This design comes from an exercise in tuning for small area, a short achievable clock period and few clock cycles per item on the open sky130 flow, not from production work. Only simulation tests tie the RTL to the original design; equivalence was not proved. Power and IR drop assume default switching activity.

File: design.v
package afu_region_pkg;
   typedef enum logic [1:0] {
      OP_READ  = 2'd0,
      OP_WRITE = 2'd1
   } afu_op_e;
   typedef enum logic [1:0] {
      RSP_OK      = 2'd0,
      RSP_BAD_PID = 2'd1,
      RSP_BAD_OP  = 2'd2
   } afu_status_e;
   typedef enum logic [1:0] {
      HS_IDLE      = 2'd0,
      HS_BUSY      = 2'd1,
      HS_ACK       = 2'd2,
      HS_WAIT_DROP = 2'd3
   } afu_hs_state_e;
endpackage
`timescale 1ns/1ns
module afu_null_port #(
   parameter int unsigned PORT_PID = 0
) (
   input  logic                   i_clk,
   input  logic                   i_arst_n,
   input  logic                   i_wr,
   input  logic                   i_rd,
   input  logic [4-1:0] i_addr,
   input  logic [64-1:0] i_wdata,
   output logic [64-1:0] o_rdata
);
   localparam logic [64-1:0] HEADER = {
      {(64-16){1'b0}},
      4'(PORT_PID),
      12'h014
   };
   logic [64-1:0] scratch;
   logic                   hdr_sel;
   logic                   scr_sel;
   always_ff @(posedge i_clk or negedge i_arst_n) begin
      if (!i_arst_n) begin
         scratch <= '0;
      end else if (i_wr && i_addr == 4'h1) begin
         scratch <= i_wdata;
      end
   end
   always_ff @(posedge i_clk) begin
      hdr_sel <= i_rd && (i_addr == 4'h0);
      scr_sel <= i_rd && (i_addr == 4'h1);
   end
   assign o_rdata = (HEADER & {64{hdr_sel}}) | (scratch & {64{scr_sel}});
endmodule
`timescale 1ns/1ns
module afu_lb_port (
   input  logic                   i_clk,
   input  logic                   i_arst_n,
   input  logic                   i_wr,
   input  logic                   i_rd,
   input  logic [4-1:0] i_addr,
   input  logic [64-1:0] i_wdata,
   output logic [64-1:0] o_rdata
);
   logic [64-1:0]   buf_q [4];
   logic [16-1:0] wr_cnt;
   logic [4-1:0] buf_sel;
   logic                     cnt_sel;
   always_ff @(posedge i_clk or negedge i_arst_n) begin
      if (!i_arst_n) begin
         for (int i = 0; i < 4; i++) begin
            buf_q[i] <= '0;
         end
         wr_cnt <= '0;
      end else if (i_wr) begin
         wr_cnt <= wr_cnt + 1'b1;
         for (int i = 0; i < 4; i++) begin
            if (i_addr == 4'(i)) buf_q[i] <= i_wdata;
         end
      end
   end
   always_ff @(posedge i_clk) begin
      for (int i = 0; i < 4; i++)
         buf_sel[i] <= i_rd && (i_addr == 4'(i));
      cnt_sel <= i_rd && (i_addr == 4'h4);
   end
   always_comb begin
      o_rdata = {{(64-16){1'b0}}, wr_cnt & {16{cnt_sel}}};
      for (int i = 0; i < 4; i++)
         o_rdata = o_rdata | (buf_q[i] & {64{buf_sel[i]}});
   end
endmodule
`timescale 1ns/1ns
module afu_req_decode (
   input  logic                   i_clk,
   input  logic                   i_arst_n,
   input  logic                   i_req,
   input  logic [3-1:0]  i_req_pid,
   input  logic [1:0]             i_req_op,
   output logic [5-1:0] o_wr,    
   output logic [5-1:0] o_rd,    
   output logic                   o_ack,
   output afu_region_pkg::afu_status_e o_status
);
   logic take;
   logic op_ok;
   assign take  = i_req && !o_ack;
   assign op_ok = !i_req_op[1];
   for (genvar p = 0; p < 5; p++) begin : gen_port
      assign o_wr[p] = take && op_ok && i_req_op[0] && (i_req_pid == 3'(p));
      assign o_rd[p] = op_ok && !i_req_op[0] && (i_req_pid == 3'(p));
   end
   always_ff @(posedge i_clk or negedge i_arst_n) begin
      if (!i_arst_n) o_ack <= 1'b0;
      else           o_ack <= i_req;
   end
   always_ff @(posedge i_clk) begin
      if (i_req_pid >= 3'(5)) o_status <= afu_region_pkg::RSP_BAD_PID;
      else if (!op_ok)                              o_status <= afu_region_pkg::RSP_BAD_OP;
      else                                          o_status <= afu_region_pkg::RSP_OK;
   end
endmodule
`timescale 1ns/1ns
module afu_port_execute (
   input  logic                   i_clk,
   input  logic                   i_arst_n,
   input  logic [5-1:0] i_wr,
   input  logic [5-1:0] i_rd,
   input  logic [4-1:0] i_addr,
   input  logic [64-1:0] i_wdata,
   output logic [64-1:0] o_rdata
);
   logic [64-1:0] port_rdata [5];
   for (genvar p = 0; p < 5; p++) begin : gen_port
      if (p == 1) begin : gen_lb
         afu_lb_port u_lb (
            .i_clk    (i_clk),
            .i_arst_n (i_arst_n),
            .i_wr     (i_wr[p]),
            .i_rd     (i_rd[p]),
            .i_addr   (i_addr),
            .i_wdata  (i_wdata),
            .o_rdata  (port_rdata[p])
         );
      end else begin : gen_null
         afu_null_port #(
            .PORT_PID (p)
         ) u_null (
            .i_clk    (i_clk),
            .i_arst_n (i_arst_n),
            .i_wr     (i_wr[p]),
            .i_rd     (i_rd[p]),
            .i_addr   (i_addr),
            .i_wdata  (i_wdata),
            .o_rdata  (port_rdata[p])
         );
      end
   end
   always_comb begin
      o_rdata = '0;
      for (int p = 0; p < 5; p++) o_rdata = o_rdata | port_rdata[p];
   end
endmodule
`timescale 1ns/1ns
module afu_rsp_result (
   input  logic                   i_ack,
   input  logic [64-1:0] i_rdata,
   input  afu_region_pkg::afu_status_e i_status,
   output logic                   o_ack,
   output logic [64-1:0] o_rdata,
   output afu_region_pkg::afu_status_e o_status
);
   assign o_ack    = i_ack;
   assign o_rdata  = i_rdata;
   assign o_status = i_status;
endmodule
`timescale 1ns/1ns
module afu_region_top (
   input  logic                   i_clk,
   input  logic                   i_arst_n,
   input  logic                   i_req,
   input  logic [3-1:0]  i_req_pid,
   input  logic [1:0]             i_req_op,
   input  logic [4-1:0] i_req_addr,
   input  logic [64-1:0] i_req_wdata,
   output logic                   o_ack,
   output logic [64-1:0] o_rsp_rdata,
   output afu_region_pkg::afu_status_e            o_rsp_status
);
   logic [5-1:0] dec_wr;
   logic [5-1:0] dec_rd;
   logic                      dec_ack;
   afu_region_pkg::afu_status_e dec_status;
   logic [64-1:0]    exe_rdata;
   afu_req_decode u_decode (
      .i_clk       (i_clk),
      .i_arst_n    (i_arst_n),
      .i_req       (i_req),
      .i_req_pid   (i_req_pid),
      .i_req_op    (i_req_op),
      .o_wr        (dec_wr),
      .o_rd        (dec_rd),
      .o_ack       (dec_ack),
      .o_status    (dec_status)
   );
   afu_port_execute u_execute (
      .i_clk    (i_clk),
      .i_arst_n (i_arst_n),
      .i_wr     (dec_wr),
      .i_rd     (dec_rd),
      .i_addr   (i_req_addr),
      .i_wdata  (i_req_wdata),
      .o_rdata  (exe_rdata)
   );
   afu_rsp_result u_result (
      .i_ack    (dec_ack),
      .i_rdata  (exe_rdata),
      .i_status (dec_status),
      .o_ack    (o_ack),
      .o_rdata  (o_rsp_rdata),
      .o_status (o_rsp_status)
   );
endmodule
File: run.sh
#!/bin/bash
# synth_recipe.tcl (not shown) runs the flow's synth.tcl, then flattens the netlist and writes it again
# the make line also repeats each setting of config.mk as NAME=value (left out here)
make -C /OpenROAD-flow-scripts/flow DESIGN_CONFIG=/design/flow/config.mk WORK_HOME=/design/flow/orfs CLKGATE_MAP_FILE= SYNTH_SCRIPT=/design/flow/synth_recipe.tcl finish
File: config.mk
export PLATFORM = sky130hd
export DESIGN_NAME = afu_region_top
export DESIGN_NICKNAME = afu_region_top
export VERILOG_FILES = /design/flow/design.v
export SDC_FILE = /design/flow/constraint.sdc
export NUM_CORES = 4
export LEC_CHECK = 0
export CAP_MARGIN = 20
export CORE_MARGIN = 2
export CORE_UTILIZATION = 40
export PLACE_DENSITY = 0.6
export SLEW_MARGIN = 20
File: constraint.sdc
create_clock -name core_clock -period 4.0 [get_ports {i_clk}]
set_input_delay 0.8000 -clock core_clock [delete_from_list [all_inputs] [get_ports {i_clk}]]
set_output_delay 0.8000 -clock core_clock [all_outputs]
set_load 0.01 [all_outputs]
==> results.cfg <==
[outcome]
outcome = timing/DRC/antenna clean

[worst_setup_path]
cp_top_family = buffers and inverters
critical_path_depth = 4
startpoint_type = register
worstSetupPathType = reg2out
rr_startpoint = u_decode.o_ack
cp_max_fo = 31
crit_buf_inv = 2
cp-end-kind = output pin
crit_required_ns = 3.20
critPathSlowestCell = dfxtp_4
crit_path_start = u_execute.gen_port[4].gen_null.u_null.scr_sel
cpPeakStageDelay_ns = 0.71
r2r_setup_slack_ns = 1.58
crit_chain = buf_4 > a22oi_1 > nand4_1 > clkdlybuf4s50_1
critical_path_arrival_ns = 2.66
reg2reg_depth = 5

[routing]
wl_per_cell_um = 24.4
viasPerCell = 5.76
ant_nets = 0
num_vias = 14600
wirelength_um = 61700
drtPass1Iterations = 5
route.detailed.drc = 0
drtIter0Drc = 1258

[floorplan]
io_pins = 143
core_area_sq_um = 57800
initial_core_util_pct = 40.5
die_h_um = 246
die_w_um = 246
rows = 88
dieArea_sq_um = 60500

[sta]
rsz0062_at_grt = no
fin_skew_ns = 0.0133
period_share_pct = 86.4
setup_viol = 0
finalHoldViolCount = 0
slew_headroom_pct = 30.6
slew_viol_final = 0
fmaxAchievable_ghz = 0.289
period_needed_ns = 3.46
setup_tns_ns = 0
worst_slew_pin_slew_ns = 1.04

[power]
ir_worst_vdd_v = 0.000314
power_density_nw_per_um2 = 417
p_switching_mw = 2.45
p_comb_share_pct = 3.3
p_int_mw = 9.11
finalPower_mw = 11.6
clkPwrFrac_pct = 48.0
p_leak_nw = 13.6
p_sw_share_pct = 21.2
p_seq_share_pct = 48.7

[finish]
drive_gt1_share_pct = 37.9
final_core_util_pct = 48.0
area_growth_pct = 18.5
design_area_sq_um = 27700
nets = 1791

[synth]
yosys_warnings = 9
ys_async_sr_fraction_pct = 97.2
yosysUniqueCellTypes = 40
synth_seq_cells = 544
synth-main-ff-cell = dfrtp_1
synthTopCellsByArea = dfrtp_1 (57%), mux2_2 (19%), mux2_4 (7.7%), a22oi_1 (6.7%), nand4_1 (1.4%)
yosys.area.top_type = dfrtp_1
ys_seq_area_share_pct = 57.8
syn-instance-count = 1584
synth.top_cell.area_share_pct = 56.6
syn-num-nets = 1661
synth_edf_count = 0
avgSynthCellArea_sq_um = 14.8
netlist_area_sq_um = 23400

[grt]
grt_pass1_vias = 15400
grt_antenna_before_repair = 6
grt_pass1_wl_um = 95100
overflow = 0
grt_max_degree = 91
grtUsageTotal_pct = 20.5

[clock_network]
root_buffer = clkbuf_16
clk_latency_ns = 0.61
cts_tree = done
cts_resized = 0
cts_buffer_depth = 3
post-cts-setup-buffers = 0
cts_htree_levels = 2
cts.clk_slew.worst_paths_ns = 0.06
cts_buffers = 57
cts.hold.buffers_added = 0
clkSinkCount = 544

[placed_design]
place_congestion = 0.747
portBuffers = 142
placed_area_sq_um = 25700
dp_hpwl_um = 34600

[job]
max_cap_violations = 0

[hold_path]
hold_class = in2async
## synth_stat cells, types with 2 or more instances
library cell  count
dfrtp_1         529
mux2_2          393
a22oi_1         209
mux2_4          120
nand4_1          53
clkbuf_1         50
buf_2            40
a221oi_1         18
nand3_1          18
a22o_1           16
dfxtp_1          15
nor2_1           15
a222oi_1         13
nand2_1          13
buf_12           12
buf_1            10
xor2_1            9
nor4_1            7
nor3_1            6
xnor2_1           6
inv_1             3
nand2b_1          3
nand3b_1          3
a21oi_1           2
and2_1            2
and4_1            2
buf_6             2
nor2b_1           2
or3_1             2
## cells in the final DEF (no fill, tap or decap), drive strengths merged, types with 3 or more instances in the layout
master and n:
a22o 16, nand3 19, xnor2 6, dfxtp 15, dfrtp 529, a22oi 209, nor4 7, mux2 513
xor2 9, inv 4, diode 3, nand4 53, a222oi 13, nor3 6, buf 44, nand3b 3
clkbuf 91, bufinv 5, a221oi 18, clkdlybuf4s50 141, clkinv 10, nor2 15, nand2 13, nand2b 3
## power groups by stage
stage               Combinational, mW  Sequential [mW]  Clock [mW]
floorplan                       0.105             5.72           0
global placement                0.383             5.73           0
detailed placement              0.396             5.73           0
CTS                             0.398             5.63        5.68
global route                    0.435             5.64        5.92
finish                          0.386             5.63        5.55
## layout make-up
type	instances	area (sq um)
Tap cell	765	957
Fill cell	4981	30100
Clock buffer	91	1790
Inverter	3	11.3
Multi-Input combinational cell	923	9220
Sequential cell	544	13600
Clock inverter	17	216
Antenna cell	3	7.51
Timing Repair Buffer	185	1960
## per-stage QoR
step,setup WS (ns),hold WS [ns],cells
after floorplan,1.55,0.442,1584
after global placement,0.657,0.479,2420
after detailed placement,0.618,0.488,2420
after CTS,0.499,0.222,2528
after global routing,0.449,0.254,2530
final,0.542,0.201,2531
## flip-flops by register name (all words and copies together), names as in the netlist
register	cells
u_decode.o_ack	1
u_execute.gen_port.gen_lb.u_lb.wr_cnt	16
u_execute.gen_port.gen_null.u_null.hdr_sel	4
u_decode.o_status	2
u_execute.gen_port.gen_lb.u_lb.cnt_sel	1
u_execute.gen_port.gen_null.u_null.scratch	256
u_execute.gen_port.gen_null.u_null.scr_sel	4
u_execute.gen_port.gen_lb.u_lb.buf_sel	4
u_execute.gen_port.gen_lb.u_lb.buf_q	256
## kinds of logic (layout without fill, tap and decap cells)
family	Yosys count	in the layout	share of synthesized area (%)
AND/OR/NAND/NOR	135	135	3.36
other	0	3	0
buffers and inverters	117	296	2.99
XOR/XNOR	15	15	0.561
AO/OA/AOI/OAI	259	259	8.61
adder cells (fa/ha/maj)	1	1	0.0534
flip-flops	544	544	57.8
multiplexers	513	513	26.6
## per-layer routing
metal  global-route usage [%]  up-vias  share of wire [%]
met5                        0        -              0.094
met4                     5.86        8                2.0
met3                     3.39       87                5.2
met2                     32.3      350                 47
met1                     29.2     7830                 46
li1                         -     6300                  -
## worst max-delay path by stage
stage | endpoint | slack, ns
floorplan | register | 1.55
global route | o_rsp_rdata[36] | 0.45
finish | o_rsp_rdata[26] | 0.54
CTS | o_rsp_rdata[5] | 0.50
detailed placement | register | 0.62
global placement | register | 0.66
Testbench counts, summed over its fixed seeds: cycles 6,400, items 3,200.

## separate check: timing with driven ports
Ports are ideal in the flow. The routed layout listed here was re-timed in OpenROAD.
Step 1, drivers: a clkbuf_16 drives i_clk and a buf_2 each remaining input, both assumed.
Step 2 also shifts input and output timing later by t, the mid clock arrival at the registers, as if the neighbouring blocks saw the same clock.
a / b / c = ideal ports / drivers / drivers and shift; a / b = the first two.
shift t [ns]: 0.664
setup WS [ns]: 0.542 / 0.482 / 0.616
worst register clock-pin slew, ns: 0.06 / 0.06
After both steps this run still meets setup and hold. The setup slack of this run moves by -0.060 ns with the drivers and by +0.074 ns with both steps.
